Source: an optimization exercise on an open RTL-to-GDS flow (aim: small area and a short achievable clock period). Production flows keep margins and buffers that such runs may drop.
No functional check of the RTL was part of any run shown here.
Power figures rest on the tool's default switching activity, not on a simulated workload.

$ cat config.mk
export PLATFORM = sky130hd
export DESIGN_NAME = lj_pair_top
export DESIGN_NICKNAME = lj_pair_top
export VERILOG_FILES = /design/flow/design.v
export SDC_FILE = /design/flow/constraint.sdc
export NUM_CORES = 4
export LEC_CHECK = 0
export ABC_AREA = 1
export CAP_MARGIN = 20
export CORE_MARGIN = 2
export CORE_UTILIZATION = 40
export SETUP_SLACK_MARGIN = 5
export SLEW_MARGIN = 20
$ cat constraint.sdc
create_clock -name core_clock -period 9.5 [get_ports {clk}]
set_input_delay 1.9000 -clock core_clock [delete_from_list [all_inputs] [get_ports {clk}]]
set_output_delay 1.9000 -clock core_clock [all_outputs]
set_load 0.01 [all_outputs]
$ cat design.v
`default_nettype none
package lj_pkg;
	localparam int CELL_ID_WIDTH  = 2;             
	localparam int CELL_POS_WIDTH = 6;             
	localparam int MAG_WIDTH      = 6;             
	localparam int ACC_WIDTH   = 32;               
	localparam int COUNT_WIDTH = 8;                
	localparam int CMAG_WIDTH  = 14;
	localparam int PROD_WIDTH  = CMAG_WIDTH + MAG_WIDTH;    
	localparam int FORCE_SHIFT = 6;
	localparam int QH_WIDTH    = PROD_WIDTH - FORCE_SHIFT;
endpackage
`default_nettype wire
`timescale 1ns/1ns
`default_nettype none
import lj_pkg::*;
module pair_decode (
	input  logic [lj_pkg::CELL_ID_WIDTH-1:0]   hc,
	input  logic [lj_pkg::CELL_ID_WIDTH-1:0]   nc,
	input  logic [lj_pkg::CELL_POS_WIDTH-1:0]  hp,
	input  logic [lj_pkg::CELL_POS_WIDTH-1:0]  np,
	output logic                               ok,
	output logic                               neg,
	output logic [lj_pkg::MAG_WIDTH-1:0]       mag
);
	logic       up;                                
	logic       dn;                                
	logic [6:0] dp;                                
	logic       dp_neg;
	logic       dp_pos;
	always_comb begin
		up = 1'b0;
		dn = 1'b0;
		case ({hc, nc})
			4'b00_01, 4'b01_10, 4'b10_00: up = 1'b1;
			4'b00_10, 4'b01_00, 4'b10_01: dn = 1'b1;
			default: ;
		endcase
	end
	assign dp     = {1'b0, np} - {1'b0, hp};
	assign dp_neg = dp[6];
	assign dp_pos = ~dp[6] & (dp[5:0] != 6'd0);
	assign neg    = dn | (~up & dp_neg);
	assign ok     = up ? dp_neg : (dn ? dp_pos : 1'b1);
	assign mag    = neg ? (hp - np) : dp[5:0];
endmodule
module lj_sumsq (
	input  logic [5:0]  a,
	input  logic [5:0]  b,
	input  logic [5:0]  c,
	output logic [13:0] ra,      
	output logic [13:0] rb
);
	logic t1;
	logic t2;
	logic t3;
	logic t4;
	logic t5;
	logic t6;
	logic t7;
	logic t8;
	logic t9;
	logic t10;
	logic t11;
	logic t12;
	logic t13;
	logic t14;
	logic t15;
	logic t16;
	logic t17;
	logic t18;
	logic t19;
	logic t20;
	logic t21;
	logic t22;
	logic t23;
	logic t24;
	logic t25;
	logic t26;
	logic t27;
	logic t28;
	logic t29;
	logic t30;
	logic t31;
	logic t32;
	logic t33;
	logic t34;
	logic t35;
	logic t36;
	logic t37;
	logic t38;
	logic t39;
	logic t40;
	logic t41;
	logic t42;
	logic t43;
	logic t44;
	logic t45;
	logic t46;
	logic t47;
	logic t48;
	logic t49;
	logic t50;
	logic t51;
	logic t52;
	logic t53;
	logic t54;
	logic t55;
	logic t56;
	logic t57;
	logic t58;
	logic t59;
	logic t60;
	logic t61;
	logic t62;
	logic t63;
	logic t64;
	logic t65;
	logic t66;
	logic t67;
	logic t68;
	logic t69;
	logic t70;
	logic t71;
	logic t72;
	logic t73;
	logic t74;
	logic t75;
	logic t76;
	logic t77;
	logic t78;
	logic t79;
	logic t80;
	logic t81;
	logic t82;
	logic t83;
	logic t84;
	logic t85;
	logic t86;
	logic t87;
	logic t88;
	logic t89;
	logic t90;
	logic t91;
	logic t92;
	logic t93;
	logic t94;
	logic t95;
	logic t96;
	logic t97;
	logic t98;
	logic t99;
	logic t100;
	logic t101;
	logic t102;
	logic t103;
	logic t104;
	logic t105;
	logic t106;
	logic t107;
	logic t108;
	logic t109;
	logic t110;
	logic t111;
	logic t112;
	logic t113;
	logic t114;
	logic t115;
	logic t116;
	logic t117;
	logic t118;
	logic t119;
	logic t120;
	logic t121;
	logic t122;
	logic t123;
	logic t124;
	logic t125;
	logic t126;
	logic t127;
	logic t128;
	logic t129;
	logic t130;
	logic t131;
	logic t132;
	logic t133;
	logic t134;
	logic t135;
	logic t136;
	logic t137;
	assign t1 = a[0] & a[1];
	assign t2 = a[0] & a[2];
	assign t3 = a[0] & a[3];
	assign t4 = a[0] & a[4];
	assign t5 = a[0] & a[5];
	assign t6 = a[1] & a[2];
	assign t7 = a[1] & a[3];
	assign t8 = a[1] & a[4];
	assign t9 = a[1] & a[5];
	assign t10 = a[2] & a[3];
	assign t11 = a[2] & a[4];
	assign t12 = a[2] & a[5];
	assign t13 = a[3] & a[4];
	assign t14 = a[3] & a[5];
	assign t15 = a[4] & a[5];
	assign t16 = b[0] & b[1];
	assign t17 = b[0] & b[2];
	assign t18 = b[0] & b[3];
	assign t19 = b[0] & b[4];
	assign t20 = b[0] & b[5];
	assign t21 = b[1] & b[2];
	assign t22 = b[1] & b[3];
	assign t23 = b[1] & b[4];
	assign t24 = b[1] & b[5];
	assign t25 = b[2] & b[3];
	assign t26 = b[2] & b[4];
	assign t27 = b[2] & b[5];
	assign t28 = b[3] & b[4];
	assign t29 = b[3] & b[5];
	assign t30 = b[4] & b[5];
	assign t31 = c[0] & c[1];
	assign t32 = c[0] & c[2];
	assign t33 = c[0] & c[3];
	assign t34 = c[0] & c[4];
	assign t35 = c[0] & c[5];
	assign t36 = c[1] & c[2];
	assign t37 = c[1] & c[3];
	assign t38 = c[1] & c[4];
	assign t39 = c[1] & c[5];
	assign t40 = c[2] & c[3];
	assign t41 = c[2] & c[4];
	assign t42 = c[2] & c[5];
	assign t43 = c[3] & c[4];
	assign t44 = c[3] & c[5];
	assign t45 = c[4] & c[5];
	assign t46 = t5 ^ t8 ^ t10;
	assign t47 = (t5 & t8) | (t5 & t10) | (t8 & t10);
	assign t48 = a[3] ^ t20;
	assign t49 = a[3] & t20;
	assign t50 = t3 ^ t6 ^ a[2];
	assign t51 = (t3 & t6) | (t3 & a[2]) | (t6 & a[2]);
	assign t52 = t18 ^ t21;
	assign t53 = t18 & t21;
	assign t54 = t4 ^ t7 ^ t19;
	assign t55 = (t4 & t7) | (t4 & t19) | (t7 & t19);
	assign t56 = t46 ^ t48 ^ t23;
	assign t57 = (t46 & t48) | (t46 & t23) | (t48 & t23);
	assign t58 = t25 ^ b[3] ^ t35;
	assign t59 = (t25 & b[3]) | (t25 & t35) | (b[3] & t35);
	assign t60 = t47 ^ t49 ^ t9;
	assign t61 = (t47 & t49) | (t47 & t9) | (t49 & t9);
	assign t62 = t11 ^ t24 ^ t26;
	assign t63 = (t11 & t24) | (t11 & t26) | (t24 & t26);
	assign t64 = t12 ^ t13 ^ a[4];
	assign t65 = (t12 & t13) | (t12 & a[4]) | (t13 & a[4]);
	assign t66 = t27 ^ t28 ^ b[4];
	assign t67 = (t27 & t28) | (t27 & b[4]) | (t28 & b[4]);
	assign t68 = t42 ^ t43;
	assign t69 = t42 & t43;
	assign t70 = t1 ^ a[1] ^ t16;
	assign t71 = (t1 & a[1]) | (t1 & t16) | (a[1] & t16);
	assign t72 = t50 ^ t52 ^ b[2];
	assign t73 = (t50 & t52) | (t50 & b[2]) | (t52 & b[2]);
	assign t74 = t51 ^ t53 ^ t54;
	assign t75 = (t51 & t53) | (t51 & t54) | (t53 & t54);
	assign t76 = t22 ^ t34;
	assign t77 = t22 & t34;
	assign t78 = t55 ^ t56 ^ t58;
	assign t79 = (t55 & t56) | (t55 & t58) | (t56 & t58);
	assign t80 = t38 ^ t40 ^ c[3];
	assign t81 = (t38 & t40) | (t38 & c[3]) | (t40 & c[3]);
	assign t82 = t57 ^ t59 ^ t60;
	assign t83 = (t57 & t59) | (t57 & t60) | (t59 & t60);
	assign t84 = t62 ^ t39 ^ t41;
	assign t85 = (t62 & t39) | (t62 & t41) | (t39 & t41);
	assign t86 = t61 ^ t63 ^ t64;
	assign t87 = (t61 & t63) | (t61 & t64) | (t63 & t64);
	assign t88 = t66 ^ t68 ^ c[4];
	assign t89 = (t66 & t68) | (t66 & c[4]) | (t68 & c[4]);
	assign t90 = t65 ^ t67 ^ t69;
	assign t91 = (t65 & t67) | (t65 & t69) | (t67 & t69);
	assign t92 = t14 ^ t29 ^ t44;
	assign t93 = (t14 & t29) | (t14 & t44) | (t29 & t44);
	assign t94 = t15 ^ a[5] ^ t30;
	assign t95 = (t15 & a[5]) | (t15 & t30) | (a[5] & t30);
	assign t96 = b[5] ^ t45 ^ c[5];
	assign t97 = (b[5] & t45) | (b[5] & c[5]) | (t45 & c[5]);
	assign t98 = t70 ^ b[1];
	assign t99 = t70 & b[1];
	assign t100 = t71 ^ t2 ^ t17;
	assign t101 = (t71 & t2) | (t71 & t17) | (t2 & t17);
	assign t102 = t72 ^ t33 ^ t36;
	assign t103 = (t72 & t33) | (t72 & t36) | (t33 & t36);
	assign t104 = t73 ^ t74 ^ t76;
	assign t105 = (t73 & t74) | (t73 & t76) | (t74 & t76);
	assign t106 = t75 ^ t77 ^ t78;
	assign t107 = (t75 & t77) | (t75 & t78) | (t77 & t78);
	assign t108 = t79 ^ t81 ^ t82;
	assign t109 = (t79 & t81) | (t79 & t82) | (t81 & t82);
	assign t110 = t83 ^ t85 ^ t86;
	assign t111 = (t83 & t85) | (t83 & t86) | (t85 & t86);
	assign t112 = t87 ^ t89 ^ t90;
	assign t113 = (t87 & t89) | (t87 & t90) | (t89 & t90);
	assign t114 = t91 ^ t93 ^ t94;
	assign t115 = (t91 & t93) | (t91 & t94) | (t93 & t94);
	assign t116 = a[0] ^ b[0];
	assign t117 = a[0] & b[0];
	assign t118 = t98 ^ t31;
	assign t119 = t98 & t31;
	assign t120 = t99 ^ t100 ^ t32;
	assign t121 = (t99 & t100) | (t99 & t32) | (t100 & t32);
	assign t122 = t101 ^ t102 ^ c[2];
	assign t123 = (t101 & t102) | (t101 & c[2]) | (t102 & c[2]);
	assign t124 = t103 ^ t104 ^ t37;
	assign t125 = (t103 & t104) | (t103 & t37) | (t104 & t37);
	assign t126 = t105 ^ t106 ^ t80;
	assign t127 = (t105 & t106) | (t105 & t80) | (t106 & t80);
	assign t128 = t107 ^ t108 ^ t84;
	assign t129 = (t107 & t108) | (t107 & t84) | (t108 & t84);
	assign t130 = t109 ^ t110 ^ t88;
	assign t131 = (t109 & t110) | (t109 & t88) | (t110 & t88);
	assign t132 = t111 ^ t112 ^ t92;
	assign t133 = (t111 & t112) | (t111 & t92) | (t112 & t92);
	assign t134 = t113 ^ t114 ^ t96;
	assign t135 = (t113 & t114) | (t113 & t96) | (t114 & t96);
	assign t136 = t115 ^ t95 ^ t97;
	assign t137 = (t115 & t95) | (t115 & t97) | (t95 & t97);
	assign ra = {1'b0, t137, t135, t133, t131, t129, t127, t125, t123, t121, t119, t118, t117, t116};
	assign rb = {1'b0, 1'b0, t136, t134, t132, t130, t128, t126, t124, t122, t120, c[1], 1'b0, c[0]};
endmodule
`default_nettype wire
`timescale 1ns/1ns
`default_nettype none
import lj_pkg::*;
module force_execute (
	input  logic                               en,
	input  logic [7:0]                         tab,      
	output logic                               csign,
	output logic [lj_pkg::CMAG_WIDTH-1:0]      cmag
);
	logic                         t_sign;
	logic [lj_pkg::CMAG_WIDTH-1:0] t_mag;
	always_comb begin
		case (tab)
			8'd0: begin t_sign = 1'b0; t_mag = 14'd16000; end   
			8'd1: begin t_sign = 1'b0; t_mag = 14'd15745; end   
			8'd2: begin t_sign = 1'b0; t_mag = 14'd15490; end   
			8'd3: begin t_sign = 1'b0; t_mag = 14'd15235; end   
			8'd4: begin t_sign = 1'b0; t_mag = 14'd14980; end   
			8'd5: begin t_sign = 1'b0; t_mag = 14'd14725; end   
			8'd6: begin t_sign = 1'b0; t_mag = 14'd14470; end   
			8'd7: begin t_sign = 1'b0; t_mag = 14'd14215; end   
			8'd8: begin t_sign = 1'b0; t_mag = 14'd13960; end   
			8'd9: begin t_sign = 1'b0; t_mag = 14'd13705; end   
			8'd10: begin t_sign = 1'b0; t_mag = 14'd13450; end   
			8'd11: begin t_sign = 1'b0; t_mag = 14'd13195; end   
			8'd12: begin t_sign = 1'b0; t_mag = 14'd12940; end   
			8'd13: begin t_sign = 1'b0; t_mag = 14'd12685; end   
			8'd14: begin t_sign = 1'b0; t_mag = 14'd12430; end   
			8'd15: begin t_sign = 1'b0; t_mag = 14'd12175; end   
			8'd16: begin t_sign = 1'b0; t_mag = 14'd11920; end   
			8'd17: begin t_sign = 1'b0; t_mag = 14'd11665; end   
			8'd18: begin t_sign = 1'b0; t_mag = 14'd11410; end   
			8'd19: begin t_sign = 1'b0; t_mag = 14'd11155; end   
			8'd20: begin t_sign = 1'b0; t_mag = 14'd10900; end   
			8'd21: begin t_sign = 1'b0; t_mag = 14'd10645; end   
			8'd22: begin t_sign = 1'b0; t_mag = 14'd10390; end   
			8'd23: begin t_sign = 1'b0; t_mag = 14'd10135; end   
			8'd24: begin t_sign = 1'b0; t_mag = 14'd9880; end   
			8'd25: begin t_sign = 1'b0; t_mag = 14'd9625; end   
			8'd26: begin t_sign = 1'b0; t_mag = 14'd9370; end   
			8'd27: begin t_sign = 1'b0; t_mag = 14'd9115; end   
			8'd28: begin t_sign = 1'b0; t_mag = 14'd8860; end   
			8'd29: begin t_sign = 1'b0; t_mag = 14'd8605; end   
			8'd30: begin t_sign = 1'b0; t_mag = 14'd8350; end   
			8'd31: begin t_sign = 1'b0; t_mag = 14'd8095; end   
			8'd32: begin t_sign = 1'b0; t_mag = 14'd8000; end   
			8'd33: begin t_sign = 1'b0; t_mag = 14'd7800; end   
			8'd34: begin t_sign = 1'b0; t_mag = 14'd7600; end   
			8'd35: begin t_sign = 1'b0; t_mag = 14'd7400; end   
			8'd36: begin t_sign = 1'b0; t_mag = 14'd7200; end   
			8'd37: begin t_sign = 1'b0; t_mag = 14'd7000; end   
			8'd38: begin t_sign = 1'b0; t_mag = 14'd6800; end   
			8'd39: begin t_sign = 1'b0; t_mag = 14'd6600; end   
			8'd40: begin t_sign = 1'b0; t_mag = 14'd6400; end   
			8'd41: begin t_sign = 1'b0; t_mag = 14'd6200; end   
			8'd42: begin t_sign = 1'b0; t_mag = 14'd6000; end   
			8'd43: begin t_sign = 1'b0; t_mag = 14'd5800; end   
			8'd44: begin t_sign = 1'b0; t_mag = 14'd5600; end   
			8'd45: begin t_sign = 1'b0; t_mag = 14'd5400; end   
			8'd46: begin t_sign = 1'b0; t_mag = 14'd5200; end   
			8'd47: begin t_sign = 1'b0; t_mag = 14'd5000; end   
			8'd48: begin t_sign = 1'b0; t_mag = 14'd4800; end   
			8'd49: begin t_sign = 1'b0; t_mag = 14'd4600; end   
			8'd50: begin t_sign = 1'b0; t_mag = 14'd4400; end   
			8'd51: begin t_sign = 1'b0; t_mag = 14'd4200; end   
			8'd52: begin t_sign = 1'b0; t_mag = 14'd4000; end   
			8'd53: begin t_sign = 1'b0; t_mag = 14'd3800; end   
			8'd54: begin t_sign = 1'b0; t_mag = 14'd3600; end   
			8'd55: begin t_sign = 1'b0; t_mag = 14'd3400; end   
			8'd56: begin t_sign = 1'b0; t_mag = 14'd3200; end   
			8'd57: begin t_sign = 1'b0; t_mag = 14'd3000; end   
			8'd58: begin t_sign = 1'b0; t_mag = 14'd2800; end   
			8'd59: begin t_sign = 1'b0; t_mag = 14'd2600; end   
			8'd60: begin t_sign = 1'b0; t_mag = 14'd2400; end   
			8'd61: begin t_sign = 1'b0; t_mag = 14'd2200; end   
			8'd62: begin t_sign = 1'b0; t_mag = 14'd2000; end   
			8'd63: begin t_sign = 1'b0; t_mag = 14'd1800; end   
			8'd64: begin t_sign = 1'b0; t_mag = 14'd1800; end   
			8'd65: begin t_sign = 1'b0; t_mag = 14'd1740; end   
			8'd66: begin t_sign = 1'b0; t_mag = 14'd1680; end   
			8'd67: begin t_sign = 1'b0; t_mag = 14'd1620; end   
			8'd68: begin t_sign = 1'b0; t_mag = 14'd1560; end   
			8'd69: begin t_sign = 1'b0; t_mag = 14'd1500; end   
			8'd70: begin t_sign = 1'b0; t_mag = 14'd1440; end   
			8'd71: begin t_sign = 1'b0; t_mag = 14'd1380; end   
			8'd72: begin t_sign = 1'b0; t_mag = 14'd1320; end   
			8'd73: begin t_sign = 1'b0; t_mag = 14'd1260; end   
			8'd74: begin t_sign = 1'b0; t_mag = 14'd1200; end   
			8'd75: begin t_sign = 1'b0; t_mag = 14'd1140; end   
			8'd76: begin t_sign = 1'b0; t_mag = 14'd1080; end   
			8'd77: begin t_sign = 1'b0; t_mag = 14'd1020; end   
			8'd78: begin t_sign = 1'b0; t_mag = 14'd960; end   
			8'd79: begin t_sign = 1'b0; t_mag = 14'd900; end   
			8'd80: begin t_sign = 1'b0; t_mag = 14'd840; end   
			8'd81: begin t_sign = 1'b0; t_mag = 14'd780; end   
			8'd82: begin t_sign = 1'b0; t_mag = 14'd720; end   
			8'd83: begin t_sign = 1'b0; t_mag = 14'd660; end   
			8'd84: begin t_sign = 1'b0; t_mag = 14'd600; end   
			8'd85: begin t_sign = 1'b0; t_mag = 14'd540; end   
			8'd86: begin t_sign = 1'b0; t_mag = 14'd480; end   
			8'd87: begin t_sign = 1'b0; t_mag = 14'd420; end   
			8'd88: begin t_sign = 1'b0; t_mag = 14'd360; end   
			8'd89: begin t_sign = 1'b0; t_mag = 14'd300; end   
			8'd90: begin t_sign = 1'b0; t_mag = 14'd240; end   
			8'd91: begin t_sign = 1'b0; t_mag = 14'd180; end   
			8'd92: begin t_sign = 1'b0; t_mag = 14'd120; end   
			8'd93: begin t_sign = 1'b0; t_mag = 14'd60; end   
			8'd94: begin t_sign = 1'b0; t_mag = 14'd0; end   
			8'd95: begin t_sign = 1'b1; t_mag = 14'd60; end   
			8'd96: begin t_sign = 1'b1; t_mag = 14'd60; end   
			8'd97: begin t_sign = 1'b1; t_mag = 14'd68; end   
			8'd98: begin t_sign = 1'b1; t_mag = 14'd76; end   
			8'd99: begin t_sign = 1'b1; t_mag = 14'd84; end   
			8'd100: begin t_sign = 1'b1; t_mag = 14'd92; end   
			8'd101: begin t_sign = 1'b1; t_mag = 14'd100; end   
			8'd102: begin t_sign = 1'b1; t_mag = 14'd108; end   
			8'd103: begin t_sign = 1'b1; t_mag = 14'd116; end   
			8'd104: begin t_sign = 1'b1; t_mag = 14'd124; end   
			8'd105: begin t_sign = 1'b1; t_mag = 14'd132; end   
			8'd106: begin t_sign = 1'b1; t_mag = 14'd140; end   
			8'd107: begin t_sign = 1'b1; t_mag = 14'd148; end   
			8'd108: begin t_sign = 1'b1; t_mag = 14'd156; end   
			8'd109: begin t_sign = 1'b1; t_mag = 14'd164; end   
			8'd110: begin t_sign = 1'b1; t_mag = 14'd172; end   
			8'd111: begin t_sign = 1'b1; t_mag = 14'd180; end   
			8'd112: begin t_sign = 1'b1; t_mag = 14'd188; end   
			8'd113: begin t_sign = 1'b1; t_mag = 14'd196; end   
			8'd114: begin t_sign = 1'b1; t_mag = 14'd204; end   
			8'd115: begin t_sign = 1'b1; t_mag = 14'd212; end   
			8'd116: begin t_sign = 1'b1; t_mag = 14'd220; end   
			8'd117: begin t_sign = 1'b1; t_mag = 14'd228; end   
			8'd118: begin t_sign = 1'b1; t_mag = 14'd236; end   
			8'd119: begin t_sign = 1'b1; t_mag = 14'd244; end   
			8'd120: begin t_sign = 1'b1; t_mag = 14'd252; end   
			8'd121: begin t_sign = 1'b1; t_mag = 14'd260; end   
			8'd122: begin t_sign = 1'b1; t_mag = 14'd268; end   
			8'd123: begin t_sign = 1'b1; t_mag = 14'd276; end   
			8'd124: begin t_sign = 1'b1; t_mag = 14'd284; end   
			8'd125: begin t_sign = 1'b1; t_mag = 14'd292; end   
			8'd126: begin t_sign = 1'b1; t_mag = 14'd300; end   
			8'd127: begin t_sign = 1'b1; t_mag = 14'd308; end   
			8'd128: begin t_sign = 1'b1; t_mag = 14'd310; end   
			8'd129: begin t_sign = 1'b1; t_mag = 14'd313; end   
			8'd130: begin t_sign = 1'b1; t_mag = 14'd316; end   
			8'd131: begin t_sign = 1'b1; t_mag = 14'd319; end   
			8'd132: begin t_sign = 1'b1; t_mag = 14'd322; end   
			8'd133: begin t_sign = 1'b1; t_mag = 14'd325; end   
			8'd134: begin t_sign = 1'b1; t_mag = 14'd328; end   
			8'd135: begin t_sign = 1'b1; t_mag = 14'd331; end   
			8'd136: begin t_sign = 1'b1; t_mag = 14'd334; end   
			8'd137: begin t_sign = 1'b1; t_mag = 14'd337; end   
			8'd138: begin t_sign = 1'b1; t_mag = 14'd340; end   
			8'd139: begin t_sign = 1'b1; t_mag = 14'd343; end   
			8'd140: begin t_sign = 1'b1; t_mag = 14'd346; end   
			8'd141: begin t_sign = 1'b1; t_mag = 14'd349; end   
			8'd142: begin t_sign = 1'b1; t_mag = 14'd352; end   
			8'd143: begin t_sign = 1'b1; t_mag = 14'd355; end   
			8'd144: begin t_sign = 1'b1; t_mag = 14'd358; end   
			8'd145: begin t_sign = 1'b1; t_mag = 14'd361; end   
			8'd146: begin t_sign = 1'b1; t_mag = 14'd364; end   
			8'd147: begin t_sign = 1'b1; t_mag = 14'd367; end   
			8'd148: begin t_sign = 1'b1; t_mag = 14'd370; end   
			8'd149: begin t_sign = 1'b1; t_mag = 14'd373; end   
			8'd150: begin t_sign = 1'b1; t_mag = 14'd376; end   
			8'd151: begin t_sign = 1'b1; t_mag = 14'd379; end   
			8'd152: begin t_sign = 1'b1; t_mag = 14'd382; end   
			8'd153: begin t_sign = 1'b1; t_mag = 14'd385; end   
			8'd154: begin t_sign = 1'b1; t_mag = 14'd388; end   
			8'd155: begin t_sign = 1'b1; t_mag = 14'd391; end   
			8'd156: begin t_sign = 1'b1; t_mag = 14'd394; end   
			8'd157: begin t_sign = 1'b1; t_mag = 14'd397; end   
			8'd158: begin t_sign = 1'b1; t_mag = 14'd400; end   
			8'd159: begin t_sign = 1'b1; t_mag = 14'd403; end   
			8'd160: begin t_sign = 1'b1; t_mag = 14'd400; end   
			8'd161: begin t_sign = 1'b1; t_mag = 14'd401; end   
			8'd162: begin t_sign = 1'b1; t_mag = 14'd402; end   
			8'd163: begin t_sign = 1'b1; t_mag = 14'd403; end   
			8'd164: begin t_sign = 1'b1; t_mag = 14'd404; end   
			8'd165: begin t_sign = 1'b1; t_mag = 14'd405; end   
			8'd166: begin t_sign = 1'b1; t_mag = 14'd406; end   
			8'd167: begin t_sign = 1'b1; t_mag = 14'd407; end   
			8'd168: begin t_sign = 1'b1; t_mag = 14'd408; end   
			8'd169: begin t_sign = 1'b1; t_mag = 14'd409; end   
			8'd170: begin t_sign = 1'b1; t_mag = 14'd410; end   
			8'd171: begin t_sign = 1'b1; t_mag = 14'd411; end   
			8'd172: begin t_sign = 1'b1; t_mag = 14'd412; end   
			8'd173: begin t_sign = 1'b1; t_mag = 14'd413; end   
			8'd174: begin t_sign = 1'b1; t_mag = 14'd414; end   
			8'd175: begin t_sign = 1'b1; t_mag = 14'd415; end   
			8'd176: begin t_sign = 1'b1; t_mag = 14'd416; end   
			8'd177: begin t_sign = 1'b1; t_mag = 14'd417; end   
			8'd178: begin t_sign = 1'b1; t_mag = 14'd418; end   
			8'd179: begin t_sign = 1'b1; t_mag = 14'd419; end   
			8'd180: begin t_sign = 1'b1; t_mag = 14'd420; end   
			8'd181: begin t_sign = 1'b1; t_mag = 14'd421; end   
			8'd182: begin t_sign = 1'b1; t_mag = 14'd422; end   
			8'd183: begin t_sign = 1'b1; t_mag = 14'd423; end   
			8'd184: begin t_sign = 1'b1; t_mag = 14'd424; end   
			8'd185: begin t_sign = 1'b1; t_mag = 14'd425; end   
			8'd186: begin t_sign = 1'b1; t_mag = 14'd426; end   
			8'd187: begin t_sign = 1'b1; t_mag = 14'd427; end   
			8'd188: begin t_sign = 1'b1; t_mag = 14'd428; end   
			8'd189: begin t_sign = 1'b1; t_mag = 14'd429; end   
			8'd190: begin t_sign = 1'b1; t_mag = 14'd430; end   
			8'd191: begin t_sign = 1'b1; t_mag = 14'd431; end   
			8'd192: begin t_sign = 1'b1; t_mag = 14'd300; end   
			8'd193: begin t_sign = 1'b1; t_mag = 14'd302; end   
			8'd194: begin t_sign = 1'b1; t_mag = 14'd304; end   
			8'd195: begin t_sign = 1'b1; t_mag = 14'd306; end   
			8'd196: begin t_sign = 1'b1; t_mag = 14'd308; end   
			8'd197: begin t_sign = 1'b1; t_mag = 14'd310; end   
			8'd198: begin t_sign = 1'b1; t_mag = 14'd312; end   
			8'd199: begin t_sign = 1'b1; t_mag = 14'd314; end   
			8'd200: begin t_sign = 1'b1; t_mag = 14'd316; end   
			8'd201: begin t_sign = 1'b1; t_mag = 14'd318; end   
			8'd202: begin t_sign = 1'b1; t_mag = 14'd320; end   
			8'd203: begin t_sign = 1'b1; t_mag = 14'd322; end   
			8'd204: begin t_sign = 1'b1; t_mag = 14'd324; end   
			8'd205: begin t_sign = 1'b1; t_mag = 14'd326; end   
			8'd206: begin t_sign = 1'b1; t_mag = 14'd328; end   
			8'd207: begin t_sign = 1'b1; t_mag = 14'd330; end   
			8'd208: begin t_sign = 1'b1; t_mag = 14'd332; end   
			8'd209: begin t_sign = 1'b1; t_mag = 14'd334; end   
			8'd210: begin t_sign = 1'b1; t_mag = 14'd336; end   
			8'd211: begin t_sign = 1'b1; t_mag = 14'd338; end   
			8'd212: begin t_sign = 1'b1; t_mag = 14'd340; end   
			8'd213: begin t_sign = 1'b1; t_mag = 14'd342; end   
			8'd214: begin t_sign = 1'b1; t_mag = 14'd344; end   
			8'd215: begin t_sign = 1'b1; t_mag = 14'd346; end   
			8'd216: begin t_sign = 1'b1; t_mag = 14'd348; end   
			8'd217: begin t_sign = 1'b1; t_mag = 14'd350; end   
			8'd218: begin t_sign = 1'b1; t_mag = 14'd352; end   
			8'd219: begin t_sign = 1'b1; t_mag = 14'd354; end   
			8'd220: begin t_sign = 1'b1; t_mag = 14'd356; end   
			8'd221: begin t_sign = 1'b1; t_mag = 14'd358; end   
			8'd222: begin t_sign = 1'b1; t_mag = 14'd360; end   
			8'd223: begin t_sign = 1'b1; t_mag = 14'd362; end   
			8'd224: begin t_sign = 1'b1; t_mag = 14'd200; end   
			8'd225: begin t_sign = 1'b1; t_mag = 14'd204; end   
			8'd226: begin t_sign = 1'b1; t_mag = 14'd208; end   
			8'd227: begin t_sign = 1'b1; t_mag = 14'd212; end   
			8'd228: begin t_sign = 1'b1; t_mag = 14'd216; end   
			8'd229: begin t_sign = 1'b1; t_mag = 14'd220; end   
			8'd230: begin t_sign = 1'b1; t_mag = 14'd224; end   
			8'd231: begin t_sign = 1'b1; t_mag = 14'd228; end   
			8'd232: begin t_sign = 1'b1; t_mag = 14'd232; end   
			8'd233: begin t_sign = 1'b1; t_mag = 14'd236; end   
			8'd234: begin t_sign = 1'b1; t_mag = 14'd240; end   
			8'd235: begin t_sign = 1'b1; t_mag = 14'd244; end   
			8'd236: begin t_sign = 1'b1; t_mag = 14'd248; end   
			8'd237: begin t_sign = 1'b1; t_mag = 14'd252; end   
			8'd238: begin t_sign = 1'b1; t_mag = 14'd256; end   
			8'd239: begin t_sign = 1'b1; t_mag = 14'd260; end   
			8'd240: begin t_sign = 1'b1; t_mag = 14'd264; end   
			8'd241: begin t_sign = 1'b1; t_mag = 14'd268; end   
			8'd242: begin t_sign = 1'b1; t_mag = 14'd272; end   
			8'd243: begin t_sign = 1'b1; t_mag = 14'd276; end   
			8'd244: begin t_sign = 1'b1; t_mag = 14'd280; end   
			8'd245: begin t_sign = 1'b1; t_mag = 14'd284; end   
			8'd246: begin t_sign = 1'b1; t_mag = 14'd288; end   
			8'd247: begin t_sign = 1'b1; t_mag = 14'd292; end   
			8'd248: begin t_sign = 1'b1; t_mag = 14'd296; end   
			8'd249: begin t_sign = 1'b1; t_mag = 14'd300; end   
			8'd250: begin t_sign = 1'b1; t_mag = 14'd304; end   
			8'd251: begin t_sign = 1'b1; t_mag = 14'd308; end   
			8'd252: begin t_sign = 1'b1; t_mag = 14'd312; end   
			8'd253: begin t_sign = 1'b1; t_mag = 14'd316; end   
			8'd254: begin t_sign = 1'b1; t_mag = 14'd320; end   
			8'd255: begin t_sign = 1'b1; t_mag = 14'd324; end   
			default: begin t_sign = 1'b0; t_mag = 14'd0; end
		endcase
	end
	assign csign = t_sign;
	assign cmag  = t_mag & {CMAG_WIDTH{en}};
endmodule
module lj_mul (
	input  logic [13:0] c,
	input  logic [15:0] c3,      
	input  logic [5:0]  m,
	output logic [19:0] q
);
	logic t1;
	logic t2;
	logic t3;
	logic t4;
	logic t5;
	logic t6;
	logic t7;
	logic t8;
	logic t9;
	logic t10;
	logic t11;
	logic t12;
	logic t13;
	logic t14;
	logic t15;
	logic t16;
	logic t17;
	logic t18;
	logic t19;
	logic t20;
	logic t21;
	logic t22;
	logic t23;
	logic t24;
	logic t25;
	logic t26;
	logic t27;
	logic t28;
	logic t29;
	logic t30;
	logic t31;
	logic t32;
	logic t33;
	logic t34;
	logic t35;
	logic t36;
	logic t37;
	logic t38;
	logic t39;
	logic t40;
	logic t41;
	logic t42;
	logic t43;
	logic t44;
	logic t45;
	logic t46;
	logic t47;
	logic t48;
	logic t49;
	logic t50;
	logic t51;
	logic t52;
	logic t53;
	logic t54;
	logic t55;
	logic t56;
	logic t57;
	logic t58;
	logic t59;
	logic t60;
	logic t61;
	logic t62;
	logic t63;
	logic t64;
	logic t65;
	logic t66;
	logic t67;
	logic t68;
	logic t69;
	logic t70;
	logic t71;
	logic t72;
	logic t73;
	logic t74;
	logic t75;
	logic t76;
	assign t1 = (~m[1] & m[0] & c[0]) | (m[1] & m[0] & c3[0]);
	assign t2 = (~m[1] & m[0] & c[1]) | (m[1] & ~m[0] & c[0]) | (m[1] & m[0] & c3[1]);
	assign t3 = (~m[1] & m[0] & c[2]) | (m[1] & ~m[0] & c[1]) | (m[1] & m[0] & c3[2]);
	assign t4 = (~m[1] & m[0] & c[3]) | (m[1] & ~m[0] & c[2]) | (m[1] & m[0] & c3[3]);
	assign t5 = (~m[1] & m[0] & c[4]) | (m[1] & ~m[0] & c[3]) | (m[1] & m[0] & c3[4]);
	assign t6 = (~m[1] & m[0] & c[5]) | (m[1] & ~m[0] & c[4]) | (m[1] & m[0] & c3[5]);
	assign t7 = (~m[1] & m[0] & c[6]) | (m[1] & ~m[0] & c[5]) | (m[1] & m[0] & c3[6]);
	assign t8 = (~m[1] & m[0] & c[7]) | (m[1] & ~m[0] & c[6]) | (m[1] & m[0] & c3[7]);
	assign t9 = (~m[1] & m[0] & c[8]) | (m[1] & ~m[0] & c[7]) | (m[1] & m[0] & c3[8]);
	assign t10 = (~m[1] & m[0] & c[9]) | (m[1] & ~m[0] & c[8]) | (m[1] & m[0] & c3[9]);
	assign t11 = (~m[1] & m[0] & c[10]) | (m[1] & ~m[0] & c[9]) | (m[1] & m[0] & c3[10]);
	assign t12 = (~m[1] & m[0] & c[11]) | (m[1] & ~m[0] & c[10]) | (m[1] & m[0] & c3[11]);
	assign t13 = (~m[1] & m[0] & c[12]) | (m[1] & ~m[0] & c[11]) | (m[1] & m[0] & c3[12]);
	assign t14 = (~m[1] & m[0] & c[13]) | (m[1] & ~m[0] & c[12]) | (m[1] & m[0] & c3[13]);
	assign t15 = (m[1] & ~m[0] & c[13]) | (m[1] & m[0] & c3[14]);
	assign t16 = (m[1] & m[0] & c3[15]);
	assign t17 = (~m[3] & m[2] & c[0]) | (m[3] & m[2] & c3[0]);
	assign t18 = (~m[3] & m[2] & c[1]) | (m[3] & ~m[2] & c[0]) | (m[3] & m[2] & c3[1]);
	assign t19 = (~m[3] & m[2] & c[2]) | (m[3] & ~m[2] & c[1]) | (m[3] & m[2] & c3[2]);
	assign t20 = (~m[3] & m[2] & c[3]) | (m[3] & ~m[2] & c[2]) | (m[3] & m[2] & c3[3]);
	assign t21 = (~m[3] & m[2] & c[4]) | (m[3] & ~m[2] & c[3]) | (m[3] & m[2] & c3[4]);
	assign t22 = (~m[3] & m[2] & c[5]) | (m[3] & ~m[2] & c[4]) | (m[3] & m[2] & c3[5]);
	assign t23 = (~m[3] & m[2] & c[6]) | (m[3] & ~m[2] & c[5]) | (m[3] & m[2] & c3[6]);
	assign t24 = (~m[3] & m[2] & c[7]) | (m[3] & ~m[2] & c[6]) | (m[3] & m[2] & c3[7]);
	assign t25 = (~m[3] & m[2] & c[8]) | (m[3] & ~m[2] & c[7]) | (m[3] & m[2] & c3[8]);
	assign t26 = (~m[3] & m[2] & c[9]) | (m[3] & ~m[2] & c[8]) | (m[3] & m[2] & c3[9]);
	assign t27 = (~m[3] & m[2] & c[10]) | (m[3] & ~m[2] & c[9]) | (m[3] & m[2] & c3[10]);
	assign t28 = (~m[3] & m[2] & c[11]) | (m[3] & ~m[2] & c[10]) | (m[3] & m[2] & c3[11]);
	assign t29 = (~m[3] & m[2] & c[12]) | (m[3] & ~m[2] & c[11]) | (m[3] & m[2] & c3[12]);
	assign t30 = (~m[3] & m[2] & c[13]) | (m[3] & ~m[2] & c[12]) | (m[3] & m[2] & c3[13]);
	assign t31 = (m[3] & ~m[2] & c[13]) | (m[3] & m[2] & c3[14]);
	assign t32 = (m[3] & m[2] & c3[15]);
	assign t33 = (~m[5] & m[4] & c[0]) | (m[5] & m[4] & c3[0]);
	assign t34 = (~m[5] & m[4] & c[1]) | (m[5] & ~m[4] & c[0]) | (m[5] & m[4] & c3[1]);
	assign t35 = (~m[5] & m[4] & c[2]) | (m[5] & ~m[4] & c[1]) | (m[5] & m[4] & c3[2]);
	assign t36 = (~m[5] & m[4] & c[3]) | (m[5] & ~m[4] & c[2]) | (m[5] & m[4] & c3[3]);
	assign t37 = (~m[5] & m[4] & c[4]) | (m[5] & ~m[4] & c[3]) | (m[5] & m[4] & c3[4]);
	assign t38 = (~m[5] & m[4] & c[5]) | (m[5] & ~m[4] & c[4]) | (m[5] & m[4] & c3[5]);
	assign t39 = (~m[5] & m[4] & c[6]) | (m[5] & ~m[4] & c[5]) | (m[5] & m[4] & c3[6]);
	assign t40 = (~m[5] & m[4] & c[7]) | (m[5] & ~m[4] & c[6]) | (m[5] & m[4] & c3[7]);
	assign t41 = (~m[5] & m[4] & c[8]) | (m[5] & ~m[4] & c[7]) | (m[5] & m[4] & c3[8]);
	assign t42 = (~m[5] & m[4] & c[9]) | (m[5] & ~m[4] & c[8]) | (m[5] & m[4] & c3[9]);
	assign t43 = (~m[5] & m[4] & c[10]) | (m[5] & ~m[4] & c[9]) | (m[5] & m[4] & c3[10]);
	assign t44 = (~m[5] & m[4] & c[11]) | (m[5] & ~m[4] & c[10]) | (m[5] & m[4] & c3[11]);
	assign t45 = (~m[5] & m[4] & c[12]) | (m[5] & ~m[4] & c[11]) | (m[5] & m[4] & c3[12]);
	assign t46 = (~m[5] & m[4] & c[13]) | (m[5] & ~m[4] & c[12]) | (m[5] & m[4] & c3[13]);
	assign t47 = (m[5] & ~m[4] & c[13]) | (m[5] & m[4] & c3[14]);
	assign t48 = (m[5] & m[4] & c3[15]);
	assign t49 = t5 ^ t19;
	assign t50 = t5 & t19;
	assign t51 = t6 ^ t20 ^ t34;
	assign t52 = (t6 & t20) | (t6 & t34) | (t20 & t34);
	assign t53 = t7 ^ t21 ^ t35;
	assign t54 = (t7 & t21) | (t7 & t35) | (t21 & t35);
	assign t55 = t8 ^ t22 ^ t36;
	assign t56 = (t8 & t22) | (t8 & t36) | (t22 & t36);
	assign t57 = t9 ^ t23 ^ t37;
	assign t58 = (t9 & t23) | (t9 & t37) | (t23 & t37);
	assign t59 = t10 ^ t24 ^ t38;
	assign t60 = (t10 & t24) | (t10 & t38) | (t24 & t38);
	assign t61 = t11 ^ t25 ^ t39;
	assign t62 = (t11 & t25) | (t11 & t39) | (t25 & t39);
	assign t63 = t12 ^ t26 ^ t40;
	assign t64 = (t12 & t26) | (t12 & t40) | (t26 & t40);
	assign t65 = t13 ^ t27 ^ t41;
	assign t66 = (t13 & t27) | (t13 & t41) | (t27 & t41);
	assign t67 = t14 ^ t28 ^ t42;
	assign t68 = (t14 & t28) | (t14 & t42) | (t28 & t42);
	assign t69 = t15 ^ t29 ^ t43;
	assign t70 = (t15 & t29) | (t15 & t43) | (t29 & t43);
	assign t71 = t16 ^ t30 ^ t44;
	assign t72 = (t16 & t30) | (t16 & t44) | (t30 & t44);
	assign t73 = t31 ^ t45;
	assign t74 = t31 & t45;
	assign t75 = t32 ^ t46;
	assign t76 = t32 & t46;
	assign q = {t48, t76, t74, t72, t70, t68, t66, t64, t62, t60, t58, t56, t54, t52, t50, t49, t4, t3, t2, t1}
	         + {1'b0, t47, t75, t73, t71, t69, t67, t65, t63, t61, t59, t57, t55, t53, t51, t33, t18, t17, 1'b0, 1'b0};
endmodule
`default_nettype wire
`timescale 1ns/1ns
`default_nettype none
import lj_pkg::*;
module force_accumulate (
	input  logic                                clk,
	input  logic                                clr,
	input  logic                                s,
	input  logic                                cin,      
	input  logic [lj_pkg::QH_WIDTH-1:0]         x,        
	output logic [lj_pkg::ACC_WIDTH-1:0]        acc
);
	localparam int HW = ACC_WIDTH - QH_WIDTH;        
	logic [ACC_WIDTH-1:0]         base;
	logic [QH_WIDTH+1:0]          lo;              
	logic                         c;
	logic                         inc;
	logic                         dec;
	logic [HW-1:0]                hi;
	logic [HW:0]                  all1;            
	logic [HW:0]                  all0;            
	assign base = clr ? '0 : acc;
	assign lo   = {1'b0, base[QH_WIDTH-1:0], 1'b1} + {1'b0, x, cin};
	assign c    = lo[QH_WIDTH+1];
	assign inc  = c & ~s;
	assign dec  = s & ~c;
	assign hi   = base[ACC_WIDTH-1:QH_WIDTH];
	assign all1[0] = 1'b1;
	assign all0[0] = 1'b1;
	genvar i;
	generate
		for (i = 0; i < HW; i++) begin : g_hi
			assign all1[i+1] = all1[i] & hi[i];
			assign all0[i+1] = all0[i] & ~hi[i];
		end
	endgenerate
	always_ff @(posedge clk) begin
		acc <= {hi ^ (({HW{inc}} & all1[HW-1:0]) | ({HW{dec}} & all0[HW-1:0])), lo[QH_WIDTH:1]};
	end
endmodule
`default_nettype wire
`timescale 1ns/1ns
`default_nettype none
import lj_pkg::*;
module lj_pair_top (
	input  logic                                   clk,
	input  logic                                   rst_n,
	input  logic                                   pair_valid,
	input  logic                                   pair_last,
	input  logic [3*lj_pkg::CELL_ID_WIDTH-1:0]     home_cell,
	input  logic [3*lj_pkg::CELL_ID_WIDTH-1:0]     nbr_cell,
	input  logic [3*lj_pkg::CELL_POS_WIDTH-1:0]    home_pos,
	input  logic [3*lj_pkg::CELL_POS_WIDTH-1:0]    nbr_pos,
	output logic                                   force_valid,
	output logic signed [lj_pkg::ACC_WIDTH-1:0]    force_x,
	output logic signed [lj_pkg::ACC_WIDTH-1:0]    force_y,
	output logic signed [lj_pkg::ACC_WIDTH-1:0]    force_z,
	output logic [lj_pkg::COUNT_WIDTH-1:0]         pair_count
);
	localparam int MW = MAG_WIDTH;
	localparam int CW = CMAG_WIDTH;
	localparam int QW = QH_WIDTH;
	logic [2:0]        ok0;
	logic [2:0]        neg0;
	logic [3*MW-1:0]   mag0;
	genvar a;
	generate
		for (a = 0; a < 3; a++) begin : g_axis
			pair_decode dec_i (
				.hc(home_cell[a*CELL_ID_WIDTH +: CELL_ID_WIDTH]),
				.nc(nbr_cell[a*CELL_ID_WIDTH +: CELL_ID_WIDTH]),
				.hp(home_pos[a*CELL_POS_WIDTH +: CELL_POS_WIDTH]),
				.np(nbr_pos[a*CELL_POS_WIDTH +: CELL_POS_WIDTH]),
				.ok(ok0[a]), .neg(neg0[a]), .mag(mag0[a*MW +: MW])
			);
		end
	endgenerate
	logic              v1, last1;
	logic [2:0]        neg1;
	logic [3*MW-1:0]   mag1;
	always_ff @(posedge clk or negedge rst_n) begin
		if (!rst_n) begin
			v1 <= 1'b0;
			last1 <= 1'b0;
		end else begin
			v1 <= pair_valid & (&ok0);
			last1 <= pair_valid & pair_last;
		end
	end
	always_ff @(posedge clk) begin
		neg1 <= neg0;
		mag1 <= mag0;
	end
	logic [13:0]       ra1, rb1;                   
	lj_sumsq sumsq_i (.a(mag1[0 +: MW]), .b(mag1[MW +: MW]), .c(mag1[2*MW +: MW]),
		.ra(ra1), .rb(rb1));
	logic [13:0]       r2;
	logic              en1;
	assign r2  = ra1 + rb1;
	assign en1 = v1 & (r2[13:12] == 2'b00) & (r2[11:4] != 8'd0);    
	logic              en2, last2;
	logic [7:0]        tabn2;                      
	logic [2:0]        neg2;
	logic [3*MW-1:0]   mag2;
	always_ff @(posedge clk or negedge rst_n) begin
		if (!rst_n) begin
			en2 <= 1'b0;
			last2 <= 1'b0;
		end else begin
			en2 <= en1;
			last2 <= last1;
		end
	end
	always_ff @(posedge clk) begin
		tabn2 <= ~r2[11:4];
		neg2 <= neg1;
		mag2 <= mag1;
	end
	logic [7:0]        tab2;
	assign tab2 = ~tabn2;
	logic              csign;
	logic [CW-1:0]     cmag;
	force_execute coef_i (.en(en2), .tab(tab2), .csign(csign), .cmag(cmag));
	logic              en3, last3;
	logic [2:0]        s3;
	logic [CW-1:0]     cmag3;
	logic [3*MW-1:0]   mag3;
	logic [15:0]       c3_3;                       
	always_ff @(posedge clk or negedge rst_n) begin
		if (!rst_n) begin
			en3 <= 1'b0;
			last3 <= 1'b0;
		end else begin
			en3 <= en2;
			last3 <= last2;
		end
	end
	always_ff @(posedge clk) begin
		s3 <= neg2 ^ {3{csign}};
		cmag3 <= cmag;
		mag3 <= mag2;
		c3_3 <= {2'b00, cmag} + {1'b0, cmag, 1'b0};
	end
    	logic [3*QW-1:0]   x3;
    	logic [2:0]        cin3;
    	generate
    		for (a = 0; a < 3; a++) begin : g_mul
    			logic [PROD_WIDTH-1:0] q;
    			lj_mul mul_i (.c(cmag3), .c3(c3_3), .m(mag3[a*MW +: MW]), .q(q));
    			assign x3[a*QW +: QW] = q[PROD_WIDTH-1:FORCE_SHIFT] ^ {QW{s3[a]}};
    			assign cin3[a]        = s3[a] & (q[FORCE_SHIFT-1:0] == '0);
    		end
    	endgenerate
    	logic              en4, last4;
    	logic [2:0]        s4;
    	logic [2:0]        cin4;
    	logic [3*QW-1:0]   x4;
    	always_ff @(posedge clk or negedge rst_n) begin
		if (!rst_n) begin
			en4 <= 1'b0;
			last4 <= 1'b0;
		end else begin
			en4 <= en3;
			last4 <= last3;
		end
	end
	always_ff @(posedge clk) begin
		s4 <= s3;
		cin4 <= cin3;
		x4 <= x3;
	end
	logic              clr_x, clr_y, clr_z, clr_n;    
	always_ff @(posedge clk or negedge rst_n) begin
		if (!rst_n) begin
			force_valid <= 1'b0;
			clr_x <= 1'b1;
			clr_y <= 1'b1;
			clr_z <= 1'b1;
			clr_n <= 1'b1;
		end else begin
			force_valid <= last4;
			clr_x <= last4 | (clr_x & ~en4);
			clr_y <= last4 | (clr_y & ~en4);
			clr_z <= last4 | (clr_z & ~en4);
			clr_n <= last4 | (clr_n & ~en4);
		end
	end
	force_accumulate acc_x (.clk(clk), .clr(clr_x), .s(s4[2]), .cin(cin4[2]),
		.x(x4[2*QW +: QW]), .acc(force_x));
	force_accumulate acc_y (.clk(clk), .clr(clr_y), .s(s4[1]), .cin(cin4[1]),
		.x(x4[1*QW +: QW]), .acc(force_y));
	force_accumulate acc_z (.clk(clk), .clr(clr_z), .s(s4[0]), .cin(cin4[0]),
		.x(x4[0*QW +: QW]), .acc(force_z));
	always_ff @(posedge clk) begin
		pair_count <= (clr_n ? '0 : pair_count) + {{(COUNT_WIDTH-1){1'b0}}, en4};
	end
endmodule
`default_nettype wire
$ cat run.sh
#!/bin/bash
# synth_recipe.tcl (not shown) runs the flow's synth.tcl, then flattens the netlist and writes it again
# the make line also repeats each setting of config.mk as NAME=value (left out here)
make -C /OpenROAD-flow-scripts/flow DESIGN_CONFIG=/design/flow/config.mk WORK_HOME=/design/flow/orfs CLKGATE_MAP_FILE= SYNTH_SCRIPT=/design/flow/synth_recipe.tcl finish
==> out/metrics.yaml, run 1 <==
run_status:
  outcome: "complete, no violations"
synthesis:
  ys_ff_latch: 265
  synth_top_family_by_area: "adder cells"
  yosys_warnings: 4
  ys_types: 60
  muxShareOfSynthArea: 0
  synth_xor_area_frac: 0.09541
  async_reset_ff_frac: 0.04906
  synth_adder_area_share: 0.1903
  synth_most_common_cell: "inv_1"
  synth_compound_area_frac: 0.1569
  synthTopCellsByArea: "dfxtp_1 25%, ha_1 12%, inv_1 9.1%, nand2_1 7.5%, fa_1 7.5%"
  ys_top_cells_by_count: "497 x inv_1, 412 x nand2_1, 252 x dfxtp_1"
  syn-num-nets: 3056
  yosys.area_share.simple: 0.1823
  synth-edff-count: 0
  synth_top_area_frac: 0.2458
  netlist_instances: 2738
  synthesis.area_um2: 20520
  ys.flop_type: "dfxtp_1"
  synth_seq_area_share: 0.2619
  syn_area_per_cell_um2: 7.496
  synth_area_leader_cell: "dfxtp_1"
global_routing:
  grt_max_degree: 30
  grt_use_total: 0.1961
  grt_pass1_vias: 17887
  antenna_found_initial: 0
  grt_pass1_wl_mm: 87.35
  overflow: 0
clocking:
  ctsHoldBuffers: 0
  cts_tree: "yes"
  clock_path_buffers: 3
  insertion_delay_ns: 0.58
  clk_pin_slew_worst_paths_ns: 0.07
  cts_max_level: 1
  clock_tree.root_cell: "clkbuf_16"
  cts_sinks: 265
  numCtsBuffers: 30
power:
  vdd_drop_max_v: 0.0004090
  p_leak_uw: 0.01198
  powerDensity_nw_per_um2: 392.1
sta:
  worst_slew_pin_slew_ns: 1.058
  drv_slew: 0
  period_needed_ns: 4.651
  setup_violations: 0
  slew_headroom: 0.2921
  skew_ns: 0.02270
  grt_setup_unrepaired: "yes"
  max_freq_mhz: 215.0
  hold_ws_ns: 0.3151
  finalHoldViolations: 0
  tns_ns: 0
  period_share: 0.4896
flow_run:
  maxCapViolCount: 0
placement:
  place_inst: 3500
  hpwl_mm: 40.84
  portBuffers: 156
  gp_congestion: 0.9560
finish:
  drive_gt1_frac: 0.05442
  instances_no_fill: 3565
  area_growth_pct: 16.48
  antenna_cells: 0
  layout.nets: 3179
critical_path:
  start_kind: "flip-flop"
  crit_fanout: 3
  cp-end-kind: "flip-flop"
  cp.required_ns: 9.95
  cp_data_arrival_time_ns: 5.10
  critPathKind: "flip-flop to flip-flop"
route:
  postRouteAntennaNets: 0
  first_iter_violations: 1333
  drt-pass1-iter-count: 5
  route.vias.total: 18157
  via_per_inst: 5.093
  wl_per_cell_um: 14.75
  drc: 0
  postRouteWirelength_mm: 52.60
die:
  ioPinCount: 157
  coreArea_um2: 50990
  die_width_um: 230.5
  die_h_um: 230.5
  num_rows: 83
  start_util: 0.4025
  dieArea_um2: 53140
worst_hold_path:
  hp-class: "flip-flop to flip-flop"
[repair_timing]
action | 4_1_cts | 5_1_grt
setup endpoints to repair | 4 | 17
pin swaps | 10 | 12
gates resized for setup | 14 | 15
gates cloned | 0 | 0
hold endpoints to repair | 0 | 0
buffers inserted | 8 | 1
[metal layers]
layer,track usage,up-vias,part of all wire
met5,0,-,0
met4,0.06976,0,0.033
met3,0.02594,96,0.059
met2,0.3414,541,0.47
met1,0.2478,8352,0.43
li1,-,9168,-
[sequential cells by signal, indices dropped and copies added (netlist names), 13 cells and up]
signal	flops
x4	42
acc_x.acc	32
acc_y.acc	32
acc_z.acc	32
mag1	18
mag2	18
mag3	18
c3_3	16
cmag3	13
[logic make-up (layout without fill, tap and decap cells)]
kind of cell,count (synthesis),after routing
fa+ha+maj,266,266
compound gates,559,559
simple gates,822,822
buf+inv,604,751
flops,265,265
xor+xnor,222,222
[through the flow]
| stage | power [uW] | setup slack (ns) | utilization | cell area (um2) |
|---|---|---|---|---|
| after global placement | 7749 | 4.772 | 0.4445 | 22670 |
| final | 9372 | 4.849 | 0.4688 | 23910 |
| after floorplan | 6355 | 4.976 | - | 20570 |
| after global routing | 10320 | 4.648 | 0.4688 | 23910 |
| after detailed placement | 7840 | 4.663 | 0.4445 | 22670 |
| after CTS | 9299 | 4.821 | 0.4676 | 23840 |
[critical path: stages, from the launching register on]
cell and delay, ns:
dfxtp_4 0.35, nand2_2 0.06, fa_1 0.56, inv_2 0.04, fa_1 0.49, inv_2 0.04
fa_1 0.49, inv_1 0.05, fa_1 0.49, inv_2 0.04, fa_1 0.54, inv_2 0.05
ha_4 0.24, a21oi_2 0.12, o21a_1 0.14, nand2_2 0.08, nand2_2 0.08, nand2_4 0.06
a21oi_4 0.17, xor2_1 0.20, nand4_1 0.12, nand2_1 0.08, inv_1 0.04
[power breakdown]
group,leakage (uW),internal (uW),switching [uW],total (uW)
logic,0.00918,2510,3500,6000
clock network,0.000526,749,499,1250
registers,0.00227,1640,481,2120
[worst paths after layout]
kind | start | end | slack, ns | cells after the start
min | neg1[2] | neg2[2] | 0.32 | 0
max in group asynchronous | rst_n | force_valid | 7.09 | 1
max reg2reg | mag1[1] | en2 | 4.85 | 22
max | mag1[1] | en2 | 4.85 | 22
min in group asynchronous | rst_n | last1 | 1.83 | 1
min reg2reg | neg1[2] | neg2[2] | 0.32 | 0
[placed cells by master, fill, tap and decap left out, drive strengths merged, types with 31 or more instances in the layout]
| master | n |
|---|---|
| xnor2 | 60 |
| nand3 | 80 |
| o22ai | 98 |
| clkbuf | 36 |
| xor2 | 161 |
| ha | 189 |
| clkdlybuf4s50 | 156 |
| dfxtp | 252 |
| nor2 | 215 |
| a21oi | 237 |
| nand2 | 419 |
| clkinv | 31 |
| nand4 | 34 |
| fa | 77 |
| inv | 509 |
| o21ai | 122 |
[layout make-up]
cell class / count / area, um2
clock buffers: 36 / 844.6
clock inverters: 20 / 242.7
fillers: 5055 / 27080
inverters: 528 / 2002
multi-input cells: 1869 / 12900
flip-flops and latches: 265 / 5413
well taps: 680 / 850.8
repair buffers: 167 / 1657
==> run 2: changes to the inputs <==
--- a/design.v
+++ b/design.v
@@ -772,38 +772,45 @@
 module force_accumulate (
 	input  logic                                clk,
 	input  logic                                clr,
+	input  logic                                clr_d,
 	input  logic                                s,
 	input  logic                                cin,      
 	input  logic [lj_pkg::QH_WIDTH-1:0]         x,        
-	output logic [lj_pkg::ACC_WIDTH-1:0]        acc
+	output logic [lj_pkg::ACC_WIDTH-1:0]        acc       
 );
 	localparam int HW = ACC_WIDTH - QH_WIDTH;        
-	logic [ACC_WIDTH-1:0]         base;
-	logic [QH_WIDTH+1:0]          lo;              
-	logic                         c;
-	logic                         inc;
-	logic                         dec;
+	logic [QH_WIDTH-1:0]          lo;
+	logic [QH_WIDTH-1:0]          lo_d;
+	logic [QH_WIDTH-1:0]          lo_base;
+	logic [QH_WIDTH+1:0]          lo_sum;          
+	logic                         inc;             
+	logic                         dec;             
 	logic [HW-1:0]                hi;
+	logic [HW-1:0]                hi_base;
 	logic [HW:0]                  all1;            
 	logic [HW:0]                  all0;            
-	assign base = clr ? '0 : acc;
-	assign lo   = {1'b0, base[QH_WIDTH-1:0], 1'b1} + {1'b0, x, cin};
-	assign c    = lo[QH_WIDTH+1];
-	assign inc  = c & ~s;
-	assign dec  = s & ~c;
-	assign hi   = base[ACC_WIDTH-1:QH_WIDTH];
+	assign lo_base = clr ? '0 : lo;
+	assign lo_sum  = {1'b0, lo_base, 1'b1} + {1'b0, x, cin};
+	always_ff @(posedge clk) begin
+		lo   <= lo_sum[QH_WIDTH:1];
+		lo_d <= lo;
+		inc  <= lo_sum[QH_WIDTH+1] & ~s;
+		dec  <= s & ~lo_sum[QH_WIDTH+1];
+	end
+	assign hi_base = clr_d ? '0 : hi;
 	assign all1[0] = 1'b1;
 	assign all0[0] = 1'b1;
 	genvar i;
 	generate
 		for (i = 0; i < HW; i++) begin : g_hi
-			assign all1[i+1] = all1[i] & hi[i];
-			assign all0[i+1] = all0[i] & ~hi[i];
+			assign all1[i+1] = all1[i] & hi_base[i];
+			assign all0[i+1] = all0[i] & ~hi_base[i];
 		end
 	endgenerate
 	always_ff @(posedge clk) begin
-		acc <= {hi ^ (({HW{inc}} & all1[HW-1:0]) | ({HW{dec}} & all0[HW-1:0])), lo[QH_WIDTH:1]};
+		hi <= hi_base ^ (({HW{inc}} & all1[HW-1:0]) | ({HW{dec}} & all0[HW-1:0]));
 	end
+	assign acc = {hi, lo_d};
 endmodule
 `default_nettype wire
 `timescale 1ns/1ns
@@ -861,30 +868,34 @@
 	logic [13:0]       ra1, rb1;                   
 	lj_sumsq sumsq_i (.a(mag1[0 +: MW]), .b(mag1[MW +: MW]), .c(mag1[2*MW +: MW]),
 		.ra(ra1), .rb(rb1));
-	logic [13:0]       r2;
-	logic              en1;
-	assign r2  = ra1 + rb1;
-	assign en1 = v1 & (r2[13:12] == 2'b00) & (r2[11:4] != 8'd0);    
-	logic              en2, last2;
-	logic [7:0]        tabn2;                      
+	logic              big1;                       
+	assign big1 = (mag1[5:2] != 4'd0) | (mag1[MW+5:MW+2] != 4'd0) | (mag1[2*MW+5:2*MW+2] != 4'd0);
+	logic              v2, last2, big2;
+	logic [13:0]       ra2, rb2;
 	logic [2:0]        neg2;
 	logic [3*MW-1:0]   mag2;
 	always_ff @(posedge clk or negedge rst_n) begin
 		if (!rst_n) begin
-			en2 <= 1'b0;
+			v2 <= 1'b0;
 			last2 <= 1'b0;
 		end else begin
-			en2 <= en1;
+			v2 <= v1;
 			last2 <= last1;
 		end
 	end
 	always_ff @(posedge clk) begin
-		tabn2 <= ~r2[11:4];
+		big2 <= big1;
+		ra2 <= ra1;
+		rb2 <= rb1;
 		neg2 <= neg1;
 		mag2 <= mag1;
 	end
+	logic [13:0]       r2;
+	logic              en2;
 	logic [7:0]        tab2;
-	assign tab2 = ~tabn2;
+	assign r2   = ra2 + rb2;
+	assign en2  = v2 & (r2[13:12] == 2'b00) & (big2 | r2[4]);
+	assign tab2 = r2[11:4];
 	logic              csign;
 	logic [CW-1:0]     cmag;
 	force_execute coef_i (.en(en2), .tab(tab2), .csign(csign), .cmag(cmag));
@@ -892,7 +903,6 @@
 	logic [2:0]        s3;
 	logic [CW-1:0]     cmag3;
 	logic [3*MW-1:0]   mag3;
-	logic [15:0]       c3_3;                       
 	always_ff @(posedge clk or negedge rst_n) begin
 		if (!rst_n) begin
 			en3 <= 1'b0;
@@ -906,8 +916,9 @@
 		s3 <= neg2 ^ {3{csign}};
 		cmag3 <= cmag;
 		mag3 <= mag2;
-		c3_3 <= {2'b00, cmag} + {1'b0, cmag, 1'b0};
 	end
+	logic [15:0]       c3_3;                       
+	assign c3_3 = {2'b00, cmag3} + {1'b0, cmag3, 1'b0};
     	logic [3*QW-1:0]   x3;
     	logic [2:0]        cin3;
     	generate
@@ -937,29 +948,49 @@
 		x4 <= x3;
 	end
 	logic              clr_x, clr_y, clr_z, clr_n;    
+	logic              last5;
+	logic              clrd_x, clrd_y, clrd_z;        
 	always_ff @(posedge clk or negedge rst_n) begin
 		if (!rst_n) begin
+			last5 <= 1'b0;
 			force_valid <= 1'b0;
 			clr_x <= 1'b1;
 			clr_y <= 1'b1;
 			clr_z <= 1'b1;
 			clr_n <= 1'b1;
+			clrd_x <= 1'b1;
+			clrd_y <= 1'b1;
+			clrd_z <= 1'b1;
 		end else begin
-			force_valid <= last4;
+			last5 <= last4;
+			force_valid <= last5;
 			clr_x <= last4 | (clr_x & ~en4);
 			clr_y <= last4 | (clr_y & ~en4);
 			clr_z <= last4 | (clr_z & ~en4);
 			clr_n <= last4 | (clr_n & ~en4);
+			clrd_x <= clr_x;
+			clrd_y <= clr_y;
+			clrd_z <= clr_z;
 		end
 	end
-	force_accumulate acc_x (.clk(clk), .clr(clr_x), .s(s4[2]), .cin(cin4[2]),
+	force_accumulate acc_x (.clk(clk), .clr(clr_x), .clr_d(clrd_x), .s(s4[2]), .cin(cin4[2]),
 		.x(x4[2*QW +: QW]), .acc(force_x));
-	force_accumulate acc_y (.clk(clk), .clr(clr_y), .s(s4[1]), .cin(cin4[1]),
+	force_accumulate acc_y (.clk(clk), .clr(clr_y), .clr_d(clrd_y), .s(s4[1]), .cin(cin4[1]),
 		.x(x4[1*QW +: QW]), .acc(force_y));
-	force_accumulate acc_z (.clk(clk), .clr(clr_z), .s(s4[0]), .cin(cin4[0]),
+	force_accumulate acc_z (.clk(clk), .clr(clr_z), .clr_d(clrd_z), .s(s4[0]), .cin(cin4[0]),
 		.x(x4[0*QW +: QW]), .acc(force_z));
+	logic              en5, clrd_n;
+	always_ff @(posedge clk or negedge rst_n) begin
+		if (!rst_n) begin
+			en5 <= 1'b0;
+			clrd_n <= 1'b1;
+		end else begin
+			en5 <= en4;
+			clrd_n <= clr_n;
+		end
+	end
 	always_ff @(posedge clk) begin
-		pair_count <= (clr_n ? '0 : pair_count) + {{(COUNT_WIDTH-1){1'b0}}, en4};
+		pair_count <= (clrd_n ? '0 : pair_count) + {{(COUNT_WIDTH-1){1'b0}}, en5};
 	end
 endmodule
 `default_nettype wire
==> flow/run.sh (new file) <==
#!/bin/bash
set -o pipefail
echo "export SETUP_SLACK_MARGIN = 5.8" >> config.mk
bash standard.sh > standard.log 2>&1
==> standard.sh (new file) <==
#!/bin/bash
# synth_recipe.tcl (not shown) runs the flow's synth.tcl, then flattens the netlist and writes it again
# the make line also repeats each setting of config.mk as NAME=value (left out here)
make -C /OpenROAD-flow-scripts/flow DESIGN_CONFIG=/design/flow/config.mk WORK_HOME=/design/flow/orfs CLKGATE_MAP_FILE= SYNTH_SCRIPT=/design/flow/synth_recipe.tcl "${@:-finish}"
--- a/config.mk
+++ b/config.mk
@@ -9,5 +9,5 @@
 export CAP_MARGIN = 20
 export CORE_MARGIN = 2
 export CORE_UTILIZATION = 40
-export SETUP_SLACK_MARGIN = 5
 export SLEW_MARGIN = 20
+export SETUP_SLACK_MARGIN = 5.8
removed: run.sh
==> out/metrics.yaml, run 2 <==
critical_path:
  cp.required_ns: 9.94  # about the same
  cp_slowest_cell: "fa_1"
  critPathBufInv: 5  # -1
  crit_fanout: 5  # +2
  critPathKind: "flip-flop to flip-flop"
  cpLargestDelayFamily: "adder cells"
  r2r-start: "cmag3[1]"
  cp_data_arrival_time_ns: 4.44  # -0.66 ns
sta:
  finalHoldViolations: 0  # unchanged
  drv_slew: 0  # unchanged
  period_share: 0.4211  # -0.06852
  tns_ns: 0  # unchanged
  skew_ns: 0.02556  # +0.002860 ns
clocking:
  cts_sinks: 319  # +20%
  cts_max_level: 2  # +1
  clk_pin_slew_worst_paths_ns: 0.07  # about the same
  numCtsBuffers: 38  # +27%
  clock_path_buffers: 3  # unchanged
finish:
  layout_commonest_cell: "nand2_1"
  area_growth_pct: 28.78
  layout.nets: 3471  # +9.2%
  antenna_cells: 0  # unchanged
  final_core_util: 0.5192  # +0.05040
power:
  p_leak_uw: 0.01353  # +13%
  vdd_drop_max_v: 0.0001882  # -54%
  powerDensity_nw_per_um2: 382.1  # -2.5%
die:
  die_h_um: 239.2  # +3.8%
  num_rows: 86  # +3.6%
  coreArea_um2: 54880  # +7.6%
route:
  drt-pass1-iter-count: 5  # unchanged
  drc: 0  # unchanged
  postRouteWirelength_mm: 64.14  # +22%
worst_hold_path:
  hold_depth: 0  # unchanged
  whs_endpoint: "mag3[4]"
  hold_path.startpoint: "mag2[4]"
synthesis:
  syn-num-nets: 3226  # +5.6%
  synth_seq_area_share: 0.2934  # +0.03147
  ys.flop_type: "dfxtp_1"
  synth-edff-count: 0  # unchanged
  syn_area_per_cell_um2: 7.604  # +1.4%
  async_reset_ff_frac: 0.05956  # +0.01050
  ys_ff_latch: 319  # +20%
  synthTopCellsByArea: "dfxtp_1 27%, ha_1 11%, nand2_1 9.4%, inv_1 8.5%, fa_1 7.0%"
placement:
  gp_congestion: 0.9413  # -1.5%
  hpwl_mm: 46.42  # +14%
  portBuffers: 156  # unchanged
global_routing:
  antenna_found_initial: 1  # +1
  overflow: 0  # unchanged
run_status:
  outcome: "complete, no violations"
==> run 2: cell types whose count changed in the layout (fill, tap and decap cells not counted), sizes merged, moves of 11 or more <==
cell    before  now
a21oi      237  156
o21bai       4   21
clkbuf      36   58
nand3       80  128
nand2      419  560
buf         11  111
xnor2       60   71
o22ai       98   27
o221ai      25   92
dfxtp      252  300
==> run 2: report_power, final <==
part	leakage [uW]	internal (uW)	switching (uW)
Clock	0.000665	966	580
Sequential	0.00275	1980	429
Combinational	0.0101	2720	4210
==> run 2: cell type report <==
| class | instances | area, um2 | area share |
|---|---|---|---|
| multi-input combinational | 2002 | 15160 | 0.5319 |
| sequential | 319 | 6530 | 0.2292 |
| timing repair buffer | 268 | 2556 | 0.08971 |
| inverter | 526 | 2017 | 0.07079 |
| clock buffer | 57 | 1134 | 0.03978 |
| tap | 704 | 880.8 | 0.03091 |
| clock inverter | 13 | 220.2 | 0.007728 |
==> run 2: worst max path at each step <==
stage / startpoint / end / slack [ns] / cells after the start
2_1_floorplan: cmag3[2] / x4[7] / 5.80 / 21
3_3_place_gp: cmag3[0] / x4[35] / 4.71 / 15
3_5_place_dp: cmag3[0] / x4[35] / 4.66 / 15
4_1_cts: cmag3[3] / x4[25] / 5.60 / 24
5_1_grt: cmag3[1] / x4[12] / 5.34 / 25
6_report: cmag3[1] / x4[12] / 5.50 / 25
==> run 2: kinds of logic (layout without fill, tap and decap cells) <==
kind of cell               after synthesis  count (layout)  share of synthesized area
AOI/OAI and AO/OA                      490             490                     0.1413
xor gates and xnor gates               222             222                    0.08856
adders and majority gates              264             264                     0.1754
buffers and inverters                  590             864                     0.1021
DFF                                    319             319                     0.2934
muxes                                    3               3                   0.001414
and+or+nand+nor                       1022            1023                     0.1979
==> run 2: what timing repair did <==
action | 4_1_cts | 5_1_grt
endpoints found under the setup margin | 48 | 53
gates resized for setup | 220 | 159
cloned | 0 | 1
buffers inserted | 75 | 35
pin swaps | 101 | 123
==> run 2: per-stage QoR <==
step / cells / instance area (um2) / hold WS (ns) / setup WS (ns) / power [uW]
after floorplan: 2910 / 22300 / 0.3096 / 5.797 / 6768
after global placement: 3708 / 24460 / 0.3109 / 4.715 / 8534
after detailed placement: 3708 / 24460 / 0.3121 / 4.661 / 8568
after CTS: 3853 / 27500 / 0.3202 / 5.598 / 10630
after global routing: 3889 / 28490 / 0.3271 / 5.344 / 11860
final: 3889 / 28490 / 0.3219 / 5.500 / 10890
==> run 2: metal layers <==
layer | wire length, um | track usage | vias to the layer above
met5 | 0 | 0 | -
met4 | 2646 | 0.09432 | 0
met3 | 3133 | 0.02881 | 160
met2 | 31870 | 0.3892 | 632
met1 | 26490 | 0.2608 | 9607
li1 | - | - | 9990

==> what the ideal ports hide <==
How much do the figures lean on ideal ports? The routed layouts below were timed once more, with nothing changed but the port constraints.
Step 1, drivers: a clkbuf_16 drives clk and a buf_2 each remaining input, both assumed.
Step 2 times the ports against the registers' clock, not the clock port: input delays grow and output delays shrink by t, the midpoint of the rising clock arrivals with the driver on.
a / b / c = no drivers / after step 1 / after step 2; a / b = the first two.
| run | shift t [ns] | setup slack, ns |
|---|---|---|
| run 1 | 0.621 | 4.849 / 4.849 / 4.849 |
| run 2 | 0.607 | 5.500 / 5.500 / 5.305 |
After both steps setup and hold are still met in every run listed.
